From an optimization exercise on the open Yosys and OpenROAD flow, aimed at small area, a short achievable clock period and few clock cycles per item; shortcuts taken in it are not production practice.
At most, simulation tests tie the RTL to the original design; equivalence was not proved.

Design md2_digest_engine, start of the top module:
module md2_digest_engine (
	input  logic               clk,
	input  logic               arst_n,
	input  logic               push,
	output logic               full,
	input  logic [9:0]         item,
	output logic               empty,
	input  logic               pop,
	output logic [127:0]       result
);
Size in the first run: about 580 flip-flops, roughly 0.020 mm² of cells after synthesis.
make LEC_CHECK=0 ABC_CLOCK_PERIOD_IN_PS=3500 CAP_MARGIN=20 CORE_MARGIN=2 CORE_UTILIZATION=40 SETUP_SLACK_MARGIN=3.5 SLEW_MARGIN=20 finish   # period 7.0 ns
run.sh (not shown) runs the stock make flow with config.mk's settings and CLKGATE_MAP_FILE= SYNTH_SCRIPT=/design/flow/synth_recipe.tcl, a recipe that flattens the netlist after the stock synthesis.
The baseline finished clean.
Next try:
- ABC_CLOCK_PERIOD_IN_PS: 3500 -> 2500
- SETUP_SLACK_MARGIN: 3.5 -> 4.5
=> Cell area goes up slightly; wire length goes up slightly.
No functional check of the RTL was part of any run of this note.

Another version of the RTL of md2_digest_engine (not shown whole).
For scale: roughly 1900 cells after synthesis, ~140 I/O pins, about 0.020 mm2 of cells after synthesis.
clock: 7.0 ns
lec_check: 0
abc_area: 1
cap_margin: 20
core_margin: 2
core_utilization: 50
place_density: 0.55
setup_slack_margin: 4.3
slew_margin: 20
standard.sh (not shown) runs the stock make flow with config.mk's settings and CLKGATE_MAP_FILE= SYNTH_SCRIPT=/design/flow/synth_recipe.tcl, a recipe that flattens the netlist after the stock synthesis.
==> flow/flow/run.sh <==
#!/bin/bash
# The standard layout (the standard.sh: the standard synthesis and ORFS
# from floorplan to finish), with one change: the buffers that placement puts
# on every input and output port are the platform's smallest plain buffer.
set -e
export BUFFER_PORTS_ARGS="-buffer_cell sky130_fd_sc_hd__buf_1"
bash standard.sh > standard.log 2>&1
Testbench counts at the start, summed over its fixed seeds: cycles 387,439, bytes 4,355.
Then changed:
- SETUP_SLACK_MARGIN: 4.3 -> 4.1
After rerunning: The changed run passed the timing, design-rule and antenna checks; global-route usage hardly moves; final area shrinks slightly; hold slack stays flat; via count is lower slightly.
Then changed:
- ABC_AREA: 1 -> unset
- CORE_UTILIZATION: 50 -> 40
- PLACE_DENSITY: 0.55 -> unset
- SETUP_SLACK_MARGIN: 4.1 -> 4.2
Effect:
- design area grows by 9.1%
- clock-buffer cell count increases by 3
- utilization drops by 8.3 points
- sequential share of layout area came out lower by 4.8 points
- maximum frequency goes down by 3.9%
- hold slack improved by 8.2 ps
- wire length rose by 9.5%
- die area goes up by 27%
Then changed:
- ABC_AREA: unset -> 1
- CORE_UTILIZATION: 40 -> 45
- PLACE_DENSITY: unset -> 0.5
What happened: Final cell count went up by about 6.5%. Setup slack is better by 110 ps. Register-to-register slack is better by 230 ps.
Then changed:
- CORE_UTILIZATION: 45 -> 55
- PLACE_DENSITY: 0.5 -> 0.6
=> Utilization is higher by 11 points. Routed wire length is lower by 1.6%. Final cell count is lower by 5.0%. Synthesized area is unchanged. First-iteration DRC count is higher by 7.4%. Register-to-register slack hardly moves. Clock skew is about the same. Via count is higher by about 1%.

== run A ==
Another version of the RTL of md2_digest_engine (not shown whole).
Size in the first run: about 1,700 cells after synthesis, about 140 I/O pins, roughly 0.021 sq mm of cells after synthesis.
==> flow/config.mk <==
export PLATFORM = sky130hd
export DESIGN_NAME = md2_digest_engine
export DESIGN_NICKNAME = md2_digest_engine
export VERILOG_FILES = /design/flow/design.v
export SDC_FILE = /design/flow/constraint.sdc
export NUM_CORES = 4
export LEC_CHECK = 0
export CAP_MARGIN = 20
export CORE_MARGIN = 2
export CORE_UTILIZATION = 40
export CTS_BUF_LIST = sky130_fd_sc_hd__clkbuf_8
export SETUP_SLACK_MARGIN = 4.0
export SLEW_MARGIN = 20
==> flow/constraint.sdc <==
create_clock -name core_clock -period 7.0 [get_ports {clk}]
set_input_delay 1.4000 -clock core_clock [delete_from_list [all_inputs] [get_ports {clk}]]
set_output_delay 1.4000 -clock core_clock [all_outputs]
set_load 0.01 [all_outputs]
Scripts as last shown in full above: flow/flow/run.sh
Testbench counts of run A, summed over its fixed seeds: cycles 387,439, bytes 4,355.
[inputs] run B vs run A
Settings: a deleted CTS_BUF_LIST that had been sky130_fd_sc_hd__clkbuf_8.
Notes after the runs:
Run B: all stages complete, timing, DRC and antenna checks passed
Run B vs run A, timing endpoint of the critical path: u_core.sreg_q[2]$_DFF_P_ vs u_core.sreg_q[4]$_DFF_P_
Run B vs. run A: headroom to the max-slew limit fell 3.7 points, count of buffers added by post-CTS timing repair for setup fell 8.3%.
### run B -> run C
Settings: SETUP_SLACK_MARGIN: 4.0 -> 4.4.
Final critical-path share of the clock period for run C: 0.37 points down relative to run B
Of the two values seen for launching element of the worst setup path, u_core.state_q[0]$_DFF_PN0_ was produced by run C and u_core.sreg_q[4]$_DFF_P_ by run B.
A cell at the slowest stage of the critical path of sky130_fd_sc_hd__dfrtp_1 is what run C shows, while sky130_fd_sc_hd__clkinvlp_2 belongs to run B.
Endpoint of the worst setup timing path = full: run C; endpoint of the worst setup timing path = u_core.sreg_q[2]$_DFF_P_: run B
Number of logic stages on the critical path including buffering delta for run C relative to run B: 2 lower
met3 layer wire length in the routed design for run C is higher than for run B.

md2_digest_engine again, from the RTL that the note above started with.
clock: 7.0 ns
lec_check: 0
cap_margin: 20
core_margin: 2
core_utilization: 40
cts_cluster_size: 30
setup_slack_margin: 4.0
slew_margin: 20
Scripts as last shown in full above: flow/flow/run.sh
The starting point ran to the end with no violations.
Testbench counts at the start, summed over its fixed seeds: cycles 387,439, bytes 4,355.
Change:
- CTS_BUF_LIST: default -> sky130_fd_sc_hd__clkbuf_4 sky130_fd_sc_hd__clkbuf_8
- CTS_CLUSTER_SIZE: 30 -> default
Final cell count climbs by 2.9%.
Via count climbs by 2.3%.
Clock-buffer cell count rises by 59.
Synthesized area is unchanged.
Wire length went up by 1.2%.
Worst setup slack loses 45 ps.
Cell area increases by 1.1%.
Register-to-register slack got worse by 40 ps.
Non-clock buffer count came out higher by 14.

Setup of exp/harbor:
Another version of the RTL of md2_digest_engine (not shown whole).
For scale: about 1700 cells after synthesis, ~590 flip-flops, roughly 140 I/O pins.
## md2_digest_engine
module md2_digest_engine (
	input  logic               clk,
	input  logic               arst_n,
	input  logic               push,
	output logic               full,
	input  logic [9:0]         item,
	output logic               empty,
	input  logic               pop,
	output logic [127:0]       result
);
	logic       cmd_valid;
	logic [7:0] cmd_data;
	logic       cmd_byte;
	logic       cmd_end;
	logic       ready;
	md2_front u_front (
		.push     (push),
		.full     (full),
		.item     (item),
		.cmd_valid(cmd_valid),
		.cmd_data (cmd_data),
		.cmd_byte (cmd_byte),
		.cmd_end  (cmd_end),
		.ready    (ready)
	);
	md2_core u_core (
		.clk      (clk),
		.arst_n   (arst_n),
		.cmd_valid(cmd_valid),
		.cmd_data (cmd_data),
		.cmd_byte (cmd_byte),
		.cmd_end  (cmd_end),
		.ready    (ready),
		.empty    (empty),
		.pop      (pop),
		.result   (result)
	);
endmodule
Settings: LEC_CHECK=0, CAP_MARGIN=20, CORE_MARGIN=2, CORE_UTILIZATION=40, SETUP_SLACK_MARGIN=4.2, SLEW_MARGIN=20; clock period 7.0 ns.
Scripts as last shown in full above: flow/flow/run.sh
exp/harbor completed end to end with timing, DRC and antenna clean.
Testbench counts of exp/harbor, summed over its fixed seeds: cycles 387,439, bytes 4,355.
The following lists how exp/indigo was set up differently from exp/harbor:
- putting ABC_AREA at 1 where nothing was set
- swapping 4.2 for 4.4 in SETUP_SLACK_MARGIN
- putting PLACE_DENSITY at 0.5 where nothing was set
## What came out
- Final design area excluding fillers was lower in the run labelled exp/indigo.
- Looking at main combinational cell family by area after synthesis, the simple AND/OR/NAND/NOR gates result is from exp/indigo; the compound AO/OA/AOI/OAI gates one comes from exp/harbor.
- The capture point of the critical path comes out full in one run and empty in the other, namely in exp/indigo and exp/harbor respectively.
- Number of filler instances in the final layout: exp/indigo vs exp/harbor, no meaningful difference
- Diff exp/harbor..exp/indigo | register cell area after layout | negligible

== wip/lagoon ==
md2_digest_engine again, from the RTL that the note above started with.
## md2_digest_engine
module md2_digest_engine (
	input  logic               clk,
	input  logic               arst_n,
	input  logic               push,
	output logic               full,
	input  logic [9:0]         item,
	output logic               empty,
	input  logic               pop,
	output logic [127:0]       result
);
==> flow/config.mk <==
export PLATFORM = sky130hd
export DESIGN_NAME = md2_digest_engine
export DESIGN_NICKNAME = md2_digest_engine
export VERILOG_FILES = /design/flow/design.v
export SDC_FILE = /design/flow/constraint.sdc
export NUM_CORES = 4
export LEC_CHECK = 0
export CAP_MARGIN = 20
export CORE_MARGIN = 2
export CORE_UTILIZATION = 40
export SETUP_SLACK_MARGIN = 4.1
export SLEW_MARGIN = 20
==> flow/constraint.sdc <==
create_clock -name core_clock -period 7.0 [get_ports {clk}]
set_input_delay 1.4000 -clock core_clock [delete_from_list [all_inputs] [get_ports {clk}]]
set_output_delay 1.4000 -clock core_clock [all_outputs]
set_load 0.01 [all_outputs]
Scripts as last shown in full above: flow/flow/run.sh
wip/lagoon: full flow OK, the timing, design-rule and antenna checks passed
Testbench counts of wip/lagoon, summed over its fixed seeds: cycles 387,439, bytes 4,355.
The following lists how wip/indigo was set up differently from wip/lagoon:
-- flow/config.mk --
<<< wip/lagoon, line 9
export CORE_MARGIN = 2
export CORE_UTILIZATION = 40
export SETUP_SLACK_MARGIN = 4.1
export SLEW_MARGIN = 20
>>> wip/indigo, line 9
export CORE_MARGIN = 2
export CORE_UTILIZATION = 40
export PLACE_DENSITY = 0.5
export SETUP_SLACK_MARGIN = 4.0
export SLEW_MARGIN = 20
## What came out
- wip/indigo was carried through to the last stage, and its layout satisfied the timing, design-rule and antenna checks.
- From wip/lagoon to wip/indigo the numbers moved as follows: count of standard-cell rows stayed essentially flat; final worst slack went down; worst hold slack moved down.
- Between wip/lagoon and wip/indigo, wire length of the first global-routing pass decreased.
Changes in wip/amber relative to wip/indigo:
-- flow/config.mk --
<<< wip/indigo, line 9
export CORE_MARGIN = 2
export CORE_UTILIZATION = 40
export PLACE_DENSITY = 0.5
export SETUP_SLACK_MARGIN = 4.0
export SLEW_MARGIN = 20
>>> wip/amber, line 9
export CORE_MARGIN = 2
export CORE_UTILIZATION = 40
export SETUP_SLACK_MARGIN = 4.0
export SLEW_MARGIN = 20
Results
- For wip/amber, the startpoint of the most critical setup path was u_core.sreg_q[0], unlike wip/indigo, where it was u_core.sreg_q[1].
For wip/juniper, these inputs were changed with respect to wip/amber:
-- flow/config.mk --
<<< wip/amber, line 9
export CORE_MARGIN = 2
export CORE_UTILIZATION = 40
export SETUP_SLACK_MARGIN = 4.0
export SLEW_MARGIN = 20
>>> wip/juniper, line 9
export CORE_MARGIN = 2
export CORE_UTILIZATION = 40
export SETUP_SLACK_MARGIN = 4.3
export SLEW_MARGIN = 20
[summary]
Via count ends up higher on wip/juniper.
Going from wip/amber to wip/juniper, the worst-case setup margin in the final layout was found to have gone up by 0.21 ns.
Required time of the critical path: wip/juniper and wip/amber compared, lower one is wip/juniper
[compare] base=wip/amber new=wip/juniper: worst max-slew margin expressed relative to the limit now larger, total setup buffers inserted after CTS now larger, via count of the first global-routing pass now larger, met3 track utilization from global routing now larger.
Input changes introduced in wip/pepper (baseline for comparison: wip/juniper):
==> flow/config.mk <==
export PLATFORM = sky130hd
export DESIGN_NAME = md2_digest_engine
export DESIGN_NICKNAME = md2_digest_engine
export VERILOG_FILES = /design/flow/design.v
export SDC_FILE = /design/flow/constraint.sdc
export NUM_CORES = 4
export LEC_CHECK = 0
export ABC_AREA = 1
export CAP_MARGIN = 20
export CORE_MARGIN = 2
export CORE_UTILIZATION = 40
export PLACE_DENSITY = 0.5
export SETUP_SLACK_MARGIN = 4.0
export SLEW_MARGIN = 20
Results
full as the capture point of the critical path was reported by wip/pepper, and u_core.x2_q[124] by wip/juniper.
Density: wip/pepper sparser than wip/juniper
wip/pepper: number of nets produced by synthesis is about 14% higher than what wip/juniper reported.
Final critical-path required period on wip/pepper is up relative to wip/juniper.
Wire length reported by the detailed router, wip/pepper and wip/juniper: lower on wip/pepper
On routed length on met3: between wip/pepper and wip/juniper, it ends up higher for wip/juniper.
Edits applied to the flow inputs when going from wip/pepper to wip/onyx:
==> flow/config.mk <==
export PLATFORM = sky130hd
export DESIGN_NAME = md2_digest_engine
export DESIGN_NICKNAME = md2_digest_engine
export VERILOG_FILES = /design/flow/design.v
export SDC_FILE = /design/flow/constraint.sdc
export NUM_CORES = 4
export LEC_CHECK = 0
export CAP_MARGIN = 20
export CORE_MARGIN = 2
export CORE_UTILIZATION = 40
export PLACE_DENSITY = 0.5
export SETUP_SLACK_MARGIN = 4.2
export SLEW_MARGIN = 20
==> comparison <==
Each of the runs, namely wip/pepper and wip/onyx, reached the end of the flow and came out clean.
Going from wip/pepper to wip/onyx, post-layout net count has decreased; overall die width higher.
Taking wip/pepper as the reference point, the count of cells along the worst register-to-register path of wip/onyx falls by 3.
Compared with wip/pepper, wip/onyx shows a initial core utilization that is 0.27 points lower.

## separate check: timing with driven ports
How much do the figures lean on ideal ports? The routed layouts below were timed once more, with nothing changed but the port constraints. Step 1: set_driving_cell puts a clkbuf_16 on clk and a buf_2 on each other input, an assumption about the parent block. Step 2 times the ports against the registers' clock, not the clock port: input delays grow and output delays shrink by t, the midpoint of the rising clock arrivals with the driver on. Three values: no drivers, after step 1, after step 2; two values: the first two.
run | t, ns | slack for setup (ns) | hold WS [ns] | worst register clock-pin slew, ns
the first run of note 1 | 0.635 | 1.692 / 1.692 / 1.692 | 0.296 / 0.296 / 0.296 | 0.07 / 0.07
the second run of note 1 | 0.657 | 1.681 / 1.681 / 1.681 | 0.305 / 0.305 / 0.305 | 0.07 / 0.07
the first run of note 2 | 0.645 | 4.180 / 4.123 / 3.827 | 0.314 / 0.314 / 0.314 | 0.07 / 0.07
the second run of note 2 | 0.645 | 4.167 / 4.111 / 3.756 | 0.312 / 0.312 / 0.312 | 0.07 / 0.07
the third run of note 2 | 0.637 | 4.050 / 4.050 / 3.680 | 0.320 / 0.320 / 0.320 | 0.07 / 0.07
the fourth run of note 2 | 0.655 | 4.163 / 4.109 / 3.811 | 0.313 / 0.313 / 0.313 | 0.07 / 0.07
the fifth run of note 2 | 0.649 | 4.174 / 4.122 / 3.818 | 0.308 / 0.308 / 0.308 | 0.08 / 0.08
run A | 0.716 | 3.961 / 3.936 / 3.961 | 0.312 / 0.312 / 0.312 | 0.07 / 0.07
run B | 0.656 | 4.016 / 3.988 / 4.016 | 0.311 / 0.311 / 0.311 | 0.07 / 0.07
run C | 0.651 | 4.042 / 3.981 / 4.061 | 0.299 / 0.299 / 0.299 | 0.07 / 0.07
the first run of note 4 | 0.656 | 4.016 / 3.988 / 4.016 | 0.311 / 0.311 / 0.311 | 0.07 / 0.07
the second run of note 4 | 0.719 | 3.971 / 3.930 / 3.971 | 0.315 / 0.315 / 0.315 | 0.07 / 0.07
exp/harbor | 0.651 | 4.171 / 4.117 / 3.663 | 0.320 / 0.320 / 0.320 | 0.07 / 0.07
exp/indigo | 0.656 | 4.198 / 4.140 / 3.874 | 0.318 / 0.318 / 0.318 | 0.07 / 0.07
wip/lagoon | 0.655 | 4.084 / 4.084 / 3.652 | 0.316 / 0.316 / 0.316 | 0.07 / 0.07
wip/indigo | 0.642 | 4.027 / 4.007 / 3.604 | 0.309 / 0.309 / 0.309 | 0.08 / 0.08
wip/amber | 0.657 | 3.950 / 3.950 / 3.598 | 0.320 / 0.320 / 0.320 | 0.07 / 0.07
wip/juniper | 0.645 | 4.155 / 4.132 / 3.735 | 0.315 / 0.315 / 0.315 | 0.07 / 0.07
wip/pepper | 0.653 | 4.092 / 4.035 / 3.616 | 0.319 / 0.319 / 0.319 | 0.07 / 0.07
wip/onyx | 0.645 | 4.188 / 4.133 / 3.781 | 0.314 / 0.314 / 0.314 | 0.07 / 0.07
After both steps setup and hold are still met in every run listed. For exp/harbor, which loses most, drivers alone change the setup slack by -0.054 ns; drivers and shift together by -0.508 ns.
